Background: an optimization exercise with open tools, aiming at small area, a short achievable clock period and few clock cycles per item. Do not read the settings as production practice.
No activity file was given, so power comes from the tool's default toggle rates.

==> flow/design.v (excerpt) <==
module record_batch_validator
(
  input  logic               clk,
  input  logic               rst,
  input  logic               in_valid,
  output logic               in_ready,
  input  logic [7:0]         data_byte,
  input  logic               end_of_span,
  input  logic               cfg_write,
  input  logic               cfg_data,
  output logic               out_valid,
  input  logic               out_ready,
  output logic               kind,
  output logic [7:0]         payload_byte,
  output logic [2:0]         status,
  output logic signed [63:0] batch_base,
  output logic [15:0]        attributes,
  output logic signed [63:0] writer_id,
  output logic signed [15:0] writer_epoch,
  output logic signed [31:0] first_seq,
  output logic signed [31:0] rec_count,
  output logic [31:0]        batch_size,
  output logic signed [63:0] final_offset,
  output logic               is_last
);
For scale: roughly 1500 cells after synthesis, about 350 I/O pins.
==> flow/config.mk <==
export PLATFORM = sky130hd
export DESIGN_NAME = record_batch_validator
export DESIGN_NICKNAME = record_batch_validator
export VERILOG_FILES = /design/flow/design.v
export SDC_FILE = /design/flow/constraint.sdc
export NUM_CORES = 4
export LEC_CHECK = 0
export ABC_CLOCK_PERIOD_IN_PS = 2800
export CAP_MARGIN = 20
export CORE_MARGIN = 2
export CORE_UTILIZATION = 60
export CTS_CLUSTER_DIAMETER = 60
export CTS_CLUSTER_SIZE = 24
export PLACE_DENSITY = 0.75
export SETUP_SLACK_MARGIN = 4.1
export SLEW_MARGIN = 20
==> flow/constraint.sdc <==
create_clock -name core_clock -period 7.0 [get_ports {clk}]
set_input_delay 1.4000 -clock core_clock [delete_from_list [all_inputs] [get_ports {clk}]]
set_output_delay 1.4000 -clock core_clock [all_outputs]
set_load 0.01 [all_outputs]
standard.sh (not shown) runs the stock make flow with config.mk's settings and CLKGATE_MAP_FILE= SYNTH_SCRIPT=/design/flow/synth_recipe.tcl, a recipe that flattens the netlist after the stock synthesis.
==> flow/flow/run.sh <==
#!/bin/bash
# Standard layout, except that the port buffers are the small sky130 buffer
# instead of the delay buffer buffer_ports picks by default.
set -uo pipefail
bash standard.sh synth > synth.log 2>&1 || exit 1
export BUFFER_PORTS_ARGS="-buffer_cell sky130_fd_sc_hd__buf_1"
bash standard.sh > layout.log 2>&1
Rerun with:
--- a/flow/design.v
+++ b/flow/design.v
@@ -68,60 +68,66 @@
   output logic signed [63:0] final_offset,
   output logic               is_last
 );
   logic       rv;          
   logic [7:0] rb;
   logic       re;
   logic       sv;          
   logic [7:0] sb;
   logic       se;
   logic       consume;     
   assign in_ready = !sv;
-  assign rv = sv || in_valid;
-  assign rb = sv ? sb : data_byte;
-  assign re = sv ? se : end_of_span;
   always_ff @(posedge clk) begin
     if (rst) begin
+      rv <= 1'b0;
       sv <= 1'b0;
+    end else if (rv && !consume) begin
+      if (in_valid && !sv) sv <= 1'b1;
     end else if (sv) begin
-      if (consume) sv <= 1'b0;
-    end else if (in_valid && !consume) begin
-      sv <= 1'b1;
+      rv <= 1'b1;
+      sv <= 1'b0;
+    end else begin
+      rv <= in_valid;
     end
   end
   always_ff @(posedge clk) begin
     if (!sv) begin
       sb <= data_byte;
       se <= end_of_span;
     end
+    if (!rv || consume) begin
+      rb <= sv ? sb : data_byte;
+      re <= sv ? se : end_of_span;
+    end
   end
   logic [31:0] cnt;        
   logic        pay;        
   logic        vdone;      
   logic        peek_mode;
   logic [63:0] bb_n;
   logic [31:0] tot_n;      
   logic        tcarry;
   logic        neg;        
   logic [31:0] hcrc_n;
   logic [15:0] attr_n;
   logic [63:0] wid_n;
   logic [15:0] ep_n;
   logic [31:0] seq_n;
   logic [31:0] rc_n;
   logic [31:0] crc;
   logic [63:0] fo_n;
   logic        ov;
   logic        okind;
   logic [2:0]  ost;
-  logic        h_bb, h_attr, h_wid, h_ep, h_seq, h_rc, h_fol, h_foh, h_tot;
+  logic        h_bbl, h_bbh, h_attr, h_widl, h_widh, h_ep, h_seq, h_rc, h_fol, h_foh, h_tot;
+  logic        ps;         
   logic [7:0]  pr;         
   logic [7:0]  pr2;        
   logic        vpend;      
   logic        vchk;       
   logic [2:0]  vst;        
   logic        fbusy;      
   logic [5:0]  cl;         
   logic        hdr;        
   logic        outfree;    
   logic        payfree;    
   logic        p0;
@@ -291,26 +297,29 @@
     end else if (vpend && (!ov || out_ready) && !fbusy) begin
       ov_d    = 1'b1;
       okind_d = 1'b1;
       ost_d   = vchk ? (crcok ? rbv_pkg::ST_OK : rbv_pkg::ST_CRC) : vst;
     end else if (ov && out_ready) begin
       ov_d    = 1'b0;
     end
   end
   always_ff @(posedge clk) begin
     okind  <= okind_d;
     ost    <= ost_d;
-    h_bb   <= ohide_d || (hw && cl >= 6'd3  && cl <= 6'd8);
+    h_bbl  <= ohide_d || (hw && cl >= 6'd3  && cl <= 6'd4);
+    h_bbh  <= ohide_d || (hw && cl >= 6'd5  && cl <= 6'd8);
     h_tot  <= ohide_d || (hw && cl >= 6'd9  && cl <= 6'd12) || (ost_d == rbv_pkg::ST_NEG_LEN);
     h_attr <= ohide_d || (hw && cl >= 6'd17 && cl <= 6'd18);
-    h_wid  <= ohide_d || (hw && cl >= 6'd19 && cl <= 6'd26);
+    h_widl <= ohide_d || (hw && cl >= 6'd19 && cl <= 6'd22);
+    h_widh <= ohide_d || (hw && cl >= 6'd23 && cl <= 6'd26);
+    ps     <= ov_d && !okind_d;
     h_ep   <= ohide_d || (hw && cl >= 6'd27 && cl <= 6'd28);
     h_seq  <= ohide_d || (hw && cl >= 6'd29 && cl <= 6'd32);
     h_rc   <= ohide_d || (hw && cl >= 6'd33 && cl <= 6'd36);
     h_fol  <= ohide_d || (hw && cl >= 6'd3  && cl <= 6'd6);
     h_foh  <= ohide_d || (hw && cl >= 6'd7  && cl <= 6'd10);
   end
   always_ff @(posedge clk) begin
     if (rst) begin
       ov    <= 1'b0;
       vpend <= 1'b0;
     end else begin
@@ -343,22 +352,22 @@
           vpend <= 1'b1; vchk <= 1'b1; vst <= rbv_pkg::ST_OK;
         end else if (re) begin
           vpend <= 1'b1; vchk <= 1'b0; vst <= rbv_pkg::ST_BAD_LEN;
         end
       end
     end
   end
   assign out_valid    = ov;
   assign kind         = okind;
   assign is_last      = okind;
   assign status       = ost;
-  assign payload_byte = pr & {8{!okind}};
-  assign batch_base   = ~(bb_n | {64{h_bb}});
+  assign payload_byte = pr & {8{ps}};
+  assign batch_base   = ~(bb_n | {{32{h_bbh}}, {32{h_bbl}}});
   assign attributes   = ~(attr_n | {16{h_attr}});
-  assign writer_id    = ~(wid_n | {64{h_wid}});
+  assign writer_id    = ~(wid_n | {{32{h_widh}}, {32{h_widl}}});
   assign writer_epoch = ~(ep_n | {16{h_ep}});
   assign first_seq    = ~(seq_n | {32{h_seq}});
   assign rec_count    = ~(rc_n | {32{h_rc}});
   assign batch_size   = ~(tot_n | {32{h_tot}});
   assign final_offset = ~(fo_n | {{32{h_foh}}, {32{h_fol}}});
 endmodule
 `default_nettype wire
Outcome: Register-to-register slack improved by 50 ps; maximum frequency is higher by 5.8%; routed wire length is lower by 6.6%; clock power is higher by about 6%; setup slack improved by 160 ps; final cell count is higher by 0.45%; sequential power is higher by about 1%; total power is lower by 0.69%; area after synthesis is higher by 3.5%; sequential cell count is higher by 13; global-route usage is lower by 2.0 points; final area is lower by 4.2%; worst hold slack hardly moves; synthesized cell count is higher by 4.9%.
No functional check of the RTL was part of any run of this note.

---

east:
Another version of the RTL of record_batch_validator (not shown whole).
Size: about 1600 cells after synthesis, roughly 470 flip-flops, about 350 I/O pins, about 20000 sq um of cells after synthesis.
==> flow/config.mk <==
export PLATFORM = sky130hd
export DESIGN_NAME = record_batch_validator
export DESIGN_NICKNAME = record_batch_validator
export VERILOG_FILES = /design/flow/design.v
export SDC_FILE = /design/flow/constraint.sdc
export NUM_CORES = 4
export LEC_CHECK = 0
export ABC_CLOCK_PERIOD_IN_PS = 2800
export CAP_MARGIN = 20
export CORE_MARGIN = 2
export CORE_UTILIZATION = 60
export CTS_CLUSTER_DIAMETER = 60
export CTS_CLUSTER_SIZE = 24
export PLACE_DENSITY = 0.75
export SETUP_SLACK_MARGIN = 4.0
export SLEW_MARGIN = 20
==> flow/constraint.sdc <==
create_clock -name core_clock -period 7.0 [get_ports {clk}]
set_input_delay 1.4000 -clock core_clock [delete_from_list [all_inputs] [get_ports {clk}]]
set_output_delay 1.4000 -clock core_clock [all_outputs]
set_load 0.01 [all_outputs]
Scripts as last shown in full above: flow/flow/run.sh
> inputs changed (east -> west)
-- flow/design.v --
<<< east, line 121
  logic        h_bb, h_attr, h_wid, h_ep, h_seq, h_rc, h_fol, h_foh, h_tot;
  logic [7:0]  pr;         
  logic        vpend;      
  logic        vchk;       
>>> west, line 121
  logic        h_bb, h_attr, h_wid, h_ep, h_seq, h_rc, h_fol, h_foh, h_tot;
  logic [7:0]  pr;         
  logic [7:0]  pr2;        
  logic        vpend;      
  logic        vchk;       
<<< east, line 130
  logic        payfree;    
  logic        p0;
  logic        act;
  logic        crcok;
>>> west, line 131
  logic        payfree;    
  logic        p0;
  logic        hdr2;
  logic        act;
  logic        crcok;
<<< east, line 136
  assign cl       = cnt[5:0];
  assign outfree  = !vpend && (!ov || out_ready);
  assign payfree  = !ov || okind || out_ready;
  assign p0       = !pay && (cl == 6'd1);
  assign consume  = rv && (vdone || outfree || (p0 && !re && payfree));
  assign act      = consume && !vdone;
  assign hdr      = !pay && !vdone;
>>> west, line 138
  assign cl       = cnt[5:0];
  assign outfree  = !vpend && (!ov || out_ready);
  assign hdr2     = !pay && (cl >= 6'd3);
  assign payfree  = !ov || okind || out_ready;
  assign p0       = !pay && (cl == 6'd1);
  assign consume  = rv && (vdone || hdr2 || outfree || (p0 && !re && payfree));
  assign act      = consume && !vdone;
  assign hdr      = !pay && !vdone;
<<< east, line 170
  end
  logic hw;
  assign hw = rv && !vdone && !pay && outfree;
  always_ff @(posedge clk) begin
    if (hw) begin
      case (cl)
        6'd2:  bb_n[15:0] <= ~{rb, pr};
        6'd3:  bb_n[23:16] <= ~rb;
        6'd4:  bb_n[31:24] <= ~rb;
        6'd5:  bb_n[39:32] <= ~rb;
>>> west, line 173
  end
  logic hw;
  assign hw = rv && !vdone && hdr2;
  always_ff @(posedge clk) begin
    if (hw) begin
      case (cl)
        6'd3:  bb_n[23:0] <= ~{rb, pr, pr2};
        6'd4:  bb_n[31:24] <= ~rb;
        6'd5:  bb_n[39:32] <= ~rb;
<<< east, line 228
  logic [8:0] f_sum;
  logic [7:0] f_dec;
  assign f_shift  = hw && (cl >= 6'd2) && (cl <= 6'd9);
  assign f_add    = (hw && (cl >= 6'd33) && (cl <= 6'd36)) || (fsq != 3'd0);
  assign f_addend = (fsq != 3'd0) ? {8{!rc_n[31]}} : rb;
  assign f_lane0  = ~fo_n[7:0];
  assign f_sum    = rbv_pkg::add8_ks(f_lane0, f_addend, fcar);
  assign f_dec    = pr - {7'd0, fbw};
  assign fbusy    = (fsq != 3'd0) && (fsq != 3'd4);
  always_ff @(posedge clk) begin
>>> west, line 230
  logic [8:0] f_sum;
  logic [7:0] f_dec;
  assign f_shift  = hw && (cl >= 6'd3) && (cl <= 6'd10);
  assign f_add    = (hw && (cl >= 6'd33) && (cl <= 6'd36)) || (fsq != 3'd0);
  assign f_addend = (fsq != 3'd0) ? {8{!rc_n[31]}} : rb;
  assign f_lane0  = ~fo_n[7:0];
  assign f_sum    = rbv_pkg::add8_ks(f_lane0, f_addend, fcar);
  assign f_dec    = pr2 - {7'd0, fbw};
  assign fbusy    = (fsq != 3'd0) && (fsq != 3'd4);
  always_ff @(posedge clk) begin
<<< east, line 242
      fbw <= 1'b1;
    end else if (f_shift) begin
      fbw <= fbw && (pr == 8'd0);
    end
    if (hw && cl == 6'd2) begin
      fcar <= 1'b0;
    end else if (f_add) begin
>>> west, line 244
      fbw <= 1'b1;
    end else if (f_shift) begin
      fbw <= fbw && (pr2 == 8'd0);
    end
    if (hw && cl == 6'd3) begin
      fcar <= 1'b0;
    end else if (f_add) begin
<<< east, line 269
  end
  always_ff @(posedge clk) begin
    if (act) pr <= rb;
  end
  logic       ov_d;
>>> west, line 271
  end
  always_ff @(posedge clk) begin
    if (act) begin
      pr  <= rb;
      pr2 <= pr;
    end
  end
  logic       ov_d;
<<< east, line 299
    okind  <= okind_d;
    ost    <= ost_d;
    h_bb   <= ohide_d || (hw && cl >= 6'd2  && cl <= 6'd8);
    h_tot  <= ohide_d || (hw && cl >= 6'd9  && cl <= 6'd12) || (ost_d == rbv_pkg::ST_NEG_LEN);
    h_attr <= ohide_d || (hw && cl >= 6'd17 && cl <= 6'd18);
>>> west, line 304
    okind  <= okind_d;
    ost    <= ost_d;
    h_bb   <= ohide_d || (hw && cl >= 6'd3  && cl <= 6'd8);
    h_tot  <= ohide_d || (hw && cl >= 6'd9  && cl <= 6'd12) || (ost_d == rbv_pkg::ST_NEG_LEN);
    h_attr <= ohide_d || (hw && cl >= 6'd17 && cl <= 6'd18);
<<< east, line 306
    h_seq  <= ohide_d || (hw && cl >= 6'd29 && cl <= 6'd32);
    h_rc   <= ohide_d || (hw && cl >= 6'd33 && cl <= 6'd36);
    h_fol  <= ohide_d || (hw && cl >= 6'd2  && cl <= 6'd5);
    h_foh  <= ohide_d || (hw && cl >= 6'd6  && cl <= 6'd9);
  end
  always_ff @(posedge clk) begin
>>> west, line 311
    h_seq  <= ohide_d || (hw && cl >= 6'd29 && cl <= 6'd32);
    h_rc   <= ohide_d || (hw && cl >= 6'd33 && cl <= 6'd36);
    h_fol  <= ohide_d || (hw && cl >= 6'd3  && cl <= 6'd6);
    h_foh  <= ohide_d || (hw && cl >= 6'd7  && cl <= 6'd10);
  end
  always_ff @(posedge clk) begin
- Worst clock skew in west vs east: up 0.0080 ns
- east → west: global-route usage now larger; fmax increased 14 MHz; area of placed instances now larger; overall power of the completed layout climbed 2.6%.
- Between west and east, it is west whose post-route fraction of the period consumed by the critical path is lower, by 1.8 points.
- Cell area | west vs east | west larger
- west: flow completed, timing, DRC and antenna clean
- Die: west bigger than east
Function was not checked in any run of this note: the RTL went through the layout flow alone.

==> static timing again, ports no longer ideal <==
In the flow no input, the clock included, has a driving cell. The finished layouts below were timed again as built, in two steps.
Step 1 sets driving cells, clkbuf_16 on the clock port and buf_2 on the other inputs (assumed; they add their load-dependent delay and slew).
Step 2, shift: input delay + t, output delay - t, t = (earliest + latest rising clock arrival at the registers) / 2. This alone moves slack from input paths to output paths.
Three values: ideal ports, drivers, drivers and shift; two values: the first two.
run | t, ns | slack for setup (ns) | latest minus earliest clock arrival (ns) | slew at the worst register clock pin (ns)
the first run of note 1 | 0.645 | 4.009 / 3.995 / 3.370 | 0.023 / 0.023 | 0.09 / 0.09
the second run of note 1 | 0.583 | 4.174 / 4.132 / 3.618 | 0.024 / 0.024 | 0.09 / 0.09
east | 0.624 | 3.941 / 3.930 / 3.306 | 0.020 / 0.020 | 0.09 / 0.09
west | 0.576 | 4.070 / 4.019 / 3.658 | 0.033 / 0.032 | 0.10 / 0.10
After both steps setup and hold are still met in every run listed. For the first run of note 1, which loses most, drivers alone change the setup slack by -0.014 ns; drivers and shift together by -0.639 ns.
